Source: an optimization exercise on an open RTL-to-GDS flow (aim: small area, a short achievable clock period and few clock cycles). Production flows keep margins and buffers that such runs may drop.
Where RTL was checked, it was by simulation tests only, not by an equivalence proof against the original.
Power figures rest on the tool's default switching activity, not on a simulated workload.

== the previous run ==
// cluster_centroid_n
module cluster_centroid_n #(
  parameter int IMG_WIDTH    = 640,
  parameter int IMG_HEIGHT   = 480,
  parameter int NUM_CLUSTERS = 3,
  parameter int COLOR_W      = 12,
  parameter int DIST_THRESH  = 64,
  parameter int MIN_COUNT    = 4,
  localparam int XW = $clog2(IMG_WIDTH),
  localparam int YW = $clog2(IMG_HEIGHT),
  localparam int IW = (NUM_CLUSTERS > 1) ? $clog2(NUM_CLUSTERS) : 1
) (
  input  logic                         clk,
  input  logic                         rst,
  input  logic signed [COLOR_W-1:0]    pixel_r,
  input  logic signed [COLOR_W-1:0]    pixel_g,
  input  logic signed [COLOR_W-1:0]    pixel_b,
  input  logic                         pixel_valid,
  input  logic [XW-1:0]                x,
  input  logic [YW-1:0]                y,
  input  logic                         ref_wr_en,
  input  logic [IW-1:0]                ref_wr_idx,
  input  logic signed [COLOR_W-1:0]    ref_wr_r,
  input  logic signed [COLOR_W-1:0]    ref_wr_g,
  input  logic signed [COLOR_W-1:0]    ref_wr_b,
  output logic [NUM_CLUSTERS*XW-1:0]   centroid_x,
  ...
Size in the first run: about 5200 cells after synthesis, roughly 660 flip-flops, ~160 I/O pins.
make LEC_CHECK=0 CAP_MARGIN=20 CORE_MARGIN=2 CORE_UTILIZATION=68 CTS_BUF_LIST=sky130_fd_sc_hd__clkbuf_8 CTS_CLUSTER_DIAMETER=50 CTS_CLUSTER_SIZE=14 SETUP_SLACK_MARGIN=5 SLEW_MARGIN=20 finish   # period 8.0 ns
run.sh (not shown) runs the stock make flow with config.mk's settings and CLKGATE_MAP_FILE= SYNTH_SCRIPT=/design/flow/synth_recipe.tcl, a recipe that flattens the netlist after the stock synthesis.
The previous run closes out successfully: all stages finished, all timing, DRC and antenna checks passed.
Testbench counts of the previous run, summed over its fixed seeds: cycles 7,798.
## Diff of input files: the current run against the previous run
--- a/flow/design.v
+++ b/flow/design.v
@@ -22,23 +22,22 @@
   input  logic signed [COLOR_W-1:0]    ref_wr_r,
   input  logic signed [COLOR_W-1:0]    ref_wr_g,
   input  logic signed [COLOR_W-1:0]    ref_wr_b,
   output logic [NUM_CLUSTERS*XW-1:0]   centroid_x,
   output logic [NUM_CLUSTERS*YW-1:0]   centroid_y,
   output logic [NUM_CLUSTERS-1:0]      found,
   output logic                         frame_done,
   output logic                         busy,
   output logic                         overrun
 );
   localparam int NC    = NUM_CLUSTERS;
-  localparam int DW    = COLOR_W + 1;                
   localparam int AW    = $clog2(DIST_THRESH + 1);    
   localparam int SDW   = AW + 2;                     
   localparam int CW    = $clog2(IMG_WIDTH * IMG_HEIGHT + 1);
   localparam int SUM_W = $clog2(IMG_WIDTH * IMG_WIDTH * IMG_HEIGHT);
   localparam int QW    = XW;                         
   localparam int RW    = CW;                         
   localparam int MW    = RW + QW;                    
   localparam int STW   = $clog2(QW);
   localparam int SCW   = $clog2(QW);
   localparam int SSW   = $clog2((QW - 1) * IMG_WIDTH);
   logic signed [COLOR_W-1:0] r_ref_r [NC];
@@ -85,30 +84,31 @@
       end else if (ref_wr_en && ref_wr_idx == IW'(k)) begin
         r_ref_r[k] <= ref_wr_r;
         r_ref_g[k] <= ref_wr_g;
         r_ref_b[k] <= ref_wr_b;
       end
     end
   end
   localparam int HW = COLOR_W - AW + 1;             
   function automatic logic [AW+2:0] chan(input logic signed [COLOR_W-1:0] p,
                                          input logic signed [COLOR_W-1:0] q);
     logic [AW:0]   lo;
-    logic [HW-1:0] ph, qh;
+    logic [HW-1:0] ph, qh, hd;
     logic          b, z0, m1;
     lo  = {1'b0, p[AW-1:0]} - {1'b0, q[AW-1:0]};
     b   = lo[AW];
     ph  = {p[COLOR_W-1], p[COLOR_W-1:AW]};
     qh  = {q[COLOR_W-1], q[COLOR_W-1:AW]};
-    z0  = b ? (ph == qh + HW'(1)) : (ph == qh);
-    m1  = b ? (ph == qh) : (ph + HW'(1) == qh);
+    hd  = ph - qh;
+    z0  = b ? (hd == HW'(1)) : (hd == '0);
+    m1  = b ? (hd == '0) : (hd == '1);
     chan = {z0, m1, lo[AW-1:0] > AW'(DIST_THRESH), lo[AW-1:0]};
   endfunction
   always_ff @(posedge clk) begin
     r_rst    <= rst;
     r1_valid <= !rst && pixel_valid;
     r1_eof   <= !rst && pixel_valid && x == XW'(IMG_WIDTH - 1) && y == YW'(IMG_HEIGHT - 1);
     r1_x     <= x;
     r1_y     <= y;
     for (int k = 0; k < NC; k++) begin
       r1_c[k][0] <= chan(pixel_r, r_ref_r[k]);
       r1_c[k][1] <= chan(pixel_g, r_ref_g[k]);
## What came out
- The current run: buffers plus inverters on the worst setup path is 1 lower than what the previous run reported.
- Going from the previous run to the current run, the die area was shrunk.
- Relative to the previous run, maximum number of pins on one net before global-route repair increased by 26 in the current run.
- Across both runs, total routing usage reported by global routing was lower for the current run than for the previous run.
- Diff the previous run -> the current run: sequential power share fell by 0.5 points; headroom to the max-slew limit climbed 1.0 points; final design area excluding fillers held; total design power picked up an extra 0.89%; share of the core filled with cells level.
- The previous run -> the current run: number of top-level pins delta 0, exact match
- The current run ended with less logic depth of the worst path, buffers included than the previous run.
Function not checked in the current run: the RTL went through the layout flow alone.

## job 9502
The RTL this note starts from:
==> flow/design.v <==
module cluster_centroid_n #(
  parameter int IMG_WIDTH    = 640,
  parameter int IMG_HEIGHT   = 480,
  parameter int NUM_CLUSTERS = 3,
  parameter int COLOR_W      = 12,
  parameter int DIST_THRESH  = 64,
  parameter int MIN_COUNT    = 4,
  localparam int XW = $clog2(IMG_WIDTH),
  localparam int YW = $clog2(IMG_HEIGHT),
  localparam int IW = (NUM_CLUSTERS > 1) ? $clog2(NUM_CLUSTERS) : 1
) (
  input  logic                         clk,
  input  logic                         rst,
  input  logic signed [COLOR_W-1:0]    pixel_r,
  input  logic signed [COLOR_W-1:0]    pixel_g,
  input  logic signed [COLOR_W-1:0]    pixel_b,
  input  logic                         pixel_valid,
  input  logic [XW-1:0]                x,
  input  logic [YW-1:0]                y,
  input  logic                         ref_wr_en,
  input  logic [IW-1:0]                ref_wr_idx,
  input  logic signed [COLOR_W-1:0]    ref_wr_r,
  input  logic signed [COLOR_W-1:0]    ref_wr_g,
  input  logic signed [COLOR_W-1:0]    ref_wr_b,
  output logic [NUM_CLUSTERS*XW-1:0]   centroid_x,
  output logic [NUM_CLUSTERS*YW-1:0]   centroid_y,
  output logic [NUM_CLUSTERS-1:0]      found,
  output logic                         frame_done,
  output logic                         busy,
  output logic                         overrun
);
  localparam int NC    = NUM_CLUSTERS;
  localparam int DW    = COLOR_W + 1;                
  localparam int AW    = $clog2(DIST_THRESH + 1);    
  localparam int SDW   = AW + 2;                     
  localparam int CW    = $clog2(IMG_WIDTH * IMG_HEIGHT + 1);
  localparam int SUM_W = $clog2(IMG_WIDTH * IMG_WIDTH * IMG_HEIGHT);
  localparam int QW    = XW;                         
  localparam int RW    = CW;                         
  localparam int MW    = RW + QW;                    
  localparam int STW   = $clog2(QW);
  localparam int SCW   = $clog2(QW);
  localparam int SSW   = $clog2((QW - 1) * IMG_WIDTH);
  logic signed [COLOR_W-1:0] r_ref_r [NC];
  logic signed [COLOR_W-1:0] r_ref_g [NC];
  logic signed [COLOR_W-1:0] r_ref_b [NC];
  logic           r_rst;           
  logic           r1_valid, r1_eof;
  logic [XW-1:0]  r1_x;
  logic [YW-1:0]  r1_y;
  logic [AW+2:0]  r1_c [NC][3];    
  logic [NC-1:0]  r2_ok;
  logic [SDW-1:0] r2_d [NC];
  logic           r2_eof;
  logic [XW-1:0]  r2_x;
  logic [YW-1:0]  r2_y;
  logic [NC-1:0]    w_hit;
  logic [CW-1:0]    r_cnt  [NC];
  logic [MW-1:0]    r_sx   [NC];
  logic [MW-1:0]    r_sy   [NC];
  logic [SCW-1:0]   r_scnt [NC];
  logic [SSW-1:0]   r_ssx  [NC];
  logic [SSW-1:0]   r_ssy  [NC];
  logic [CW-1:0]    w_inc_cnt [NC];
  logic [SUM_W-1:0] w_add_x [NC];
  logic [SUM_W-1:0] w_add_y [NC];
  logic [SCW-1:0]   w_sinc_cnt [NC];
  logic [SSW-1:0]   w_sadd_x [NC];
  logic [SSW-1:0]   w_sadd_y [NC];
  logic             r_div, r_last;
  logic [STW-1:0]   r_step;
  logic [NC-1:0]    w_gex, w_gey;
  logic [RW-1:0]    w_rx [NC];
  logic [RW-1:0]    w_ry [NC];
  logic [NC*XW-1:0] r_centroid_x;
  logic [NC*YW-1:0] r_centroid_y;
  logic [NC-1:0]    r_found;
  logic             r_frame_done, r_busy;
  always_ff @(posedge clk) begin
    for (int k = 0; k < NC; k++) begin
      if (rst) begin
        r_ref_r[k] <= COLOR_W'(50  + 450 * k);
        r_ref_g[k] <= COLOR_W'(100 + 450 * k);
        r_ref_b[k] <= COLOR_W'(150 + 450 * k);
      end else if (ref_wr_en && ref_wr_idx == IW'(k)) begin
        r_ref_r[k] <= ref_wr_r;
        r_ref_g[k] <= ref_wr_g;
        r_ref_b[k] <= ref_wr_b;
      end
    end
  end
  localparam int HW = COLOR_W - AW + 1;             
  function automatic logic [AW+2:0] chan(input logic signed [COLOR_W-1:0] p,
                                         input logic signed [COLOR_W-1:0] q);
    logic [AW:0]   lo;
    logic [HW-1:0] ph, qh;
    logic          b, z0, m1;
    lo  = {1'b0, p[AW-1:0]} - {1'b0, q[AW-1:0]};
    b   = lo[AW];
    ph  = {p[COLOR_W-1], p[COLOR_W-1:AW]};
    qh  = {q[COLOR_W-1], q[COLOR_W-1:AW]};
    z0  = b ? (ph == qh + HW'(1)) : (ph == qh);
    m1  = b ? (ph == qh) : (ph + HW'(1) == qh);
    chan = {z0, m1, lo[AW-1:0] > AW'(DIST_THRESH), lo[AW-1:0]};
  endfunction
  always_ff @(posedge clk) begin
    r_rst    <= rst;
    r1_valid <= !rst && pixel_valid;
    r1_eof   <= !rst && pixel_valid && x == XW'(IMG_WIDTH - 1) && y == YW'(IMG_HEIGHT - 1);
    r1_x     <= x;
    r1_y     <= y;
    for (int k = 0; k < NC; k++) begin
      r1_c[k][0] <= chan(pixel_r, r_ref_r[k]);
      r1_c[k][1] <= chan(pixel_g, r_ref_g[k]);
      r1_c[k][2] <= chan(pixel_b, r_ref_b[k]);
    end
  end
  always_ff @(posedge clk) begin
    logic [AW-1:0] u [3];
    logic [2:0]    neg, ok;
    r2_eof <= !rst && r1_eof;
    r2_x   <= r1_x;
    r2_y   <= r1_y;
    for (int k = 0; k < NC; k++) begin
      for (int j = 0; j < 3; j++) begin
        neg[j] = r1_c[k][j][AW];
        ok[j]  = (r1_c[k][j][AW+2] && !neg[j]) || (r1_c[k][j][AW+1] && r1_c[k][j][AW-1]);
        u[j]   = r1_c[k][j][AW-1:0] ^ {AW{neg[j]}};
      end
      r2_ok[k] <= !rst && r1_valid && (&ok);
      r2_d[k]  <= SDW'(u[0]) + SDW'(u[1]) + SDW'(u[2]) + SDW'(neg[0]) + SDW'(neg[1]) + SDW'(neg[2]);
    end
  end
  always_comb begin
    logic [NC-1:0] m;
    for (int k = 0; k < NC; k++)
      m[k] = r2_ok[k] && r2_d[k] <= SDW'(DIST_THRESH);
    for (int k = 0; k < NC; k++) begin
      w_hit[k] = m[k];
      for (int j = 0; j < NC; j++) begin
        if (j < k && m[j] && r2_d[j][AW-1:0] <= r2_d[k][AW-1:0]) w_hit[k] = 1'b0;
        if (j > k && m[j] && r2_d[j][AW-1:0] <  r2_d[k][AW-1:0]) w_hit[k] = 1'b0;
      end
    end
    for (int k = 0; k < NC; k++) begin
      w_inc_cnt[k]  = r_cnt[k] + CW'(1);
      w_add_x[k]    = r_sx[k][SUM_W-1:0] + SUM_W'(r2_x);
      w_add_y[k]    = r_sy[k][SUM_W-1:0] + SUM_W'(r2_y);
      w_sinc_cnt[k] = r_scnt[k] + SCW'(1);
      w_sadd_x[k]   = r_ssx[k] + SSW'(r2_x);
      w_sadd_y[k]   = r_ssy[k] + SSW'(r2_y);
    end
  end
  always_comb begin
    logic [RW:0] tx, ty;
    for (int k = 0; k < NC; k++) begin
      tx = r_sx[k][MW-1:QW-1];
      ty = r_sy[k][MW-1:QW-1];
      w_gex[k] = tx >= {1'b0, r_cnt[k]};
      w_gey[k] = ty >= {1'b0, r_cnt[k]};
      w_rx[k]  = w_gex[k] ? RW'(tx - {1'b0, r_cnt[k]}) : tx[RW-1:0];
      w_ry[k]  = w_gey[k] ? RW'(ty - {1'b0, r_cnt[k]}) : ty[RW-1:0];
    end
  end
  always_ff @(posedge clk) begin
    for (int k = 0; k < NC; k++) begin
      if (r_rst) begin
        r_cnt[k] <= '0;
        r_sx[k]  <= '0;
        r_sy[k]  <= '0;
      end else if (r_div && r_last) begin
        r_cnt[k] <= w_hit[k] ? CW'(w_sinc_cnt[k]) : CW'(r_scnt[k]);
        r_sx[k]  <= w_hit[k] ? MW'(w_sadd_x[k])   : MW'(r_ssx[k]);
        r_sy[k]  <= w_hit[k] ? MW'(w_sadd_y[k])   : MW'(r_ssy[k]);
      end else if (r_div) begin
        r_sx[k]  <= {w_rx[k], r_sx[k][QW-2:0], w_gex[k]};
        r_sy[k]  <= {w_ry[k], r_sy[k][QW-2:0], w_gey[k]};
      end else if (w_hit[k]) begin
        r_cnt[k] <= w_inc_cnt[k];
        r_sx[k]  <= MW'(w_add_x[k]);
        r_sy[k]  <= MW'(w_add_y[k]);
      end
    end
  end
  always_ff @(posedge clk) begin
    for (int k = 0; k < NC; k++) begin
      if (!r_div) begin
        r_scnt[k] <= '0;
        r_ssx[k]  <= '0;
        r_ssy[k]  <= '0;
      end else if (w_hit[k]) begin
        r_scnt[k] <= w_sinc_cnt[k];
        r_ssx[k]  <= w_sadd_x[k];
        r_ssy[k]  <= w_sadd_y[k];
      end
    end
  end
  always_ff @(posedge clk) begin
    if (rst) begin
      r_div        <= 1'b0;
      r_last       <= 1'b0;
      r_step       <= '0;
      r_busy       <= 1'b0;
      r_frame_done <= 1'b0;
      r_found      <= '0;
      r_centroid_x <= '0;
      r_centroid_y <= '0;
    end else begin
      r_frame_done <= 1'b0;
      r_last       <= r_div && r_step == STW'(QW - 2);
      if (r2_eof) begin
        r_div  <= 1'b1;
        r_step <= '0;
        r_busy <= 1'b1;
      end else if (r_div) begin
        r_step <= r_step + STW'(1);
        if (r_last) begin
          r_div        <= 1'b0;
          r_busy       <= 1'b0;
          r_frame_done <= 1'b1;
          for (int k = 0; k < NC; k++) begin
            r_found[k] <= r_cnt[k] >= CW'(MIN_COUNT);
            if (r_cnt[k] >= CW'(MIN_COUNT)) begin
              r_centroid_x[k*XW +: XW] <= {r_sx[k][XW-2:0], w_gex[k]};
              r_centroid_y[k*YW +: YW] <= {r_sy[k][YW-2:0], w_gey[k]};
            end
          end
        end
      end
    end
  end
  assign centroid_x = r_centroid_x;
  assign centroid_y = r_centroid_y;
  assign found      = r_found;
  assign frame_done = r_frame_done;
  assign busy       = r_busy;
  assign overrun    = 1'b0;
endmodule
export LEC_CHECK = 0
export CAP_MARGIN = 20
export CORE_MARGIN = 2
export CORE_UTILIZATION = 55
export CTS_BUF_LIST = sky130_fd_sc_hd__clkbuf_8
export CTS_CLUSTER_DIAMETER = 60
export CTS_CLUSTER_SIZE = 18
export SETUP_SLACK_MARGIN = 5
export SLEW_MARGIN = 20
create_clock -name core_clock -period 8.0 [get_ports {clk}]
Testbench counts of job 9502, summed over its fixed seeds: cycles 7,798.
Input changes introduced in job 3168 (baseline for comparison: job 9502):
--- a/flow/design.v
+++ b/flow/design.v
@@ -28,11 +28,10 @@
   output logic                         frame_done,
   output logic                         busy,
   output logic                         overrun
 );
   localparam int NC    = NUM_CLUSTERS;
-  localparam int DW    = COLOR_W + 1;                
   localparam int AW    = $clog2(DIST_THRESH + 1);    
   localparam int SDW   = AW + 2;                     
   localparam int CW    = $clog2(IMG_WIDTH * IMG_HEIGHT + 1);
   localparam int SUM_W = $clog2(IMG_WIDTH * IMG_WIDTH * IMG_HEIGHT);
   localparam int QW    = XW;                         
@@ -66,10 +65,11 @@
   logic [SUM_W-1:0] w_add_y [NC];
   logic [SCW-1:0]   w_sinc_cnt [NC];
   logic [SSW-1:0]   w_sadd_x [NC];
   logic [SSW-1:0]   w_sadd_y [NC];
   logic             r_div, r_last;
+  logic             w_any;
   logic [STW-1:0]   r_step;
   logic [NC-1:0]    w_gex, w_gey;
   logic [RW-1:0]    w_rx [NC];
   logic [RW-1:0]    w_ry [NC];
   logic [NC*XW-1:0] r_centroid_x;
@@ -128,10 +128,15 @@
         u[j]   = r1_c[k][j][AW-1:0] ^ {AW{neg[j]}};
       end
       r2_ok[k] <= !rst && r1_valid && (&ok);
       r2_d[k]  <= SDW'(u[0]) + SDW'(u[1]) + SDW'(u[2]) + SDW'(neg[0]) + SDW'(neg[1]) + SDW'(neg[2]);
     end
+  end
+  always_comb begin
+    w_any = 1'b0;
+    for (int k = 0; k < NC; k++)
+      if (r_cnt[k] >= CW'(MIN_COUNT) || (w_hit[k] && r_cnt[k] == CW'(MIN_COUNT - 1))) w_any = 1'b1;
   end
   always_comb begin
     logic [NC-1:0] m;
     for (int k = 0; k < NC; k++)
       m[k] = r2_ok[k] && r2_d[k] <= SDW'(DIST_THRESH);
@@ -205,11 +210,11 @@
       r_found      <= '0;
       r_centroid_x <= '0;
       r_centroid_y <= '0;
     end else begin
       r_frame_done <= 1'b0;
-      r_last       <= r_div && r_step == STW'(QW - 2);
+      r_last       <= r_div ? r_step == STW'(QW - 2) : r2_eof && !w_any;
       if (r2_eof) begin
         r_div  <= 1'b1;
         r_step <= '0;
         r_busy <= 1'b1;
       end else if (r_div) begin
==> comparison <==
When the final numbers for job 3168 and job 9502 were put side by side, the number of global-route vias before repair turned out to be smaller in job 9502.
Re share of final layout cell area taken by clock buffers and inverters: job 3168 and job 9502 aren't equal, and the higher value belongs to job 9502.
Design area, job 3168 and job 9502, higher one = job 3168.
On final net count: job 3168 sits above job 9502.
The total power in job 3168 was lower than what job 9502 gave.
Taking job 9502 as the reference point, the detailed-placement wirelength estimate of job 3168 rises by 1100 µm.
Going from job 9502 to job 3168, power share of the combinational group now larger, number of antenna violations at the first check in global routing decreased by 6 relative to the old numbers, die area higher.
Delta (job 3168 minus job 9502): total of plain and repair buffers excluding clock buffers saw an increase; relative max-transition margin saw a decrease.
Between job 3168 and job 9502, the share of the final layout cell area in multi-input gates figures differ only marginally.
Going from job 9502 to job 3168, placeable core region grows by about 0.65%.
| number of detailed-route iterations in the first pass | job 3168 vs job 9502 | 1 lower |
Only the layout flow was run in job 3168; the RTL was not checked for function there.

==> re-timing with driven ports <==
In the flow no input, the clock included, has a driving cell. The finished layouts below were timed again as built, in two steps. Step 1 assumes that a clkbuf_16 drives the clock port and a buf_2 every other input. Step 2 adds t to the input delays and takes it off the output delays; t is the mean of the earliest and latest rising clock arrival at the registers after step 1. Input paths then give back, and output paths get back, about the clock's delay inside the block. Slacks: ideal / step 1 / step 2; pairs: ideal / step 1.
run | shift t [ns] | slack for setup (ns) | clock arrival spread, ns
the previous run | 0.782 | 4.957 / 4.957 / 4.295 | 0.043 / 0.043
the current run | 0.774 | 4.961 / 4.961 / 4.282 | 0.041 / 0.041
job 9502 | 0.764 | 4.910 / 4.910 / 4.343 | 0.061 / 0.062
job 3168 | 0.760 | 4.924 / 4.924 / 4.340 | 0.050 / 0.050
After both steps setup and hold are still met in every run listed. For the current run, which loses most, drivers alone change the setup slack by 0.000 ns; drivers and shift together by -0.679 ns.
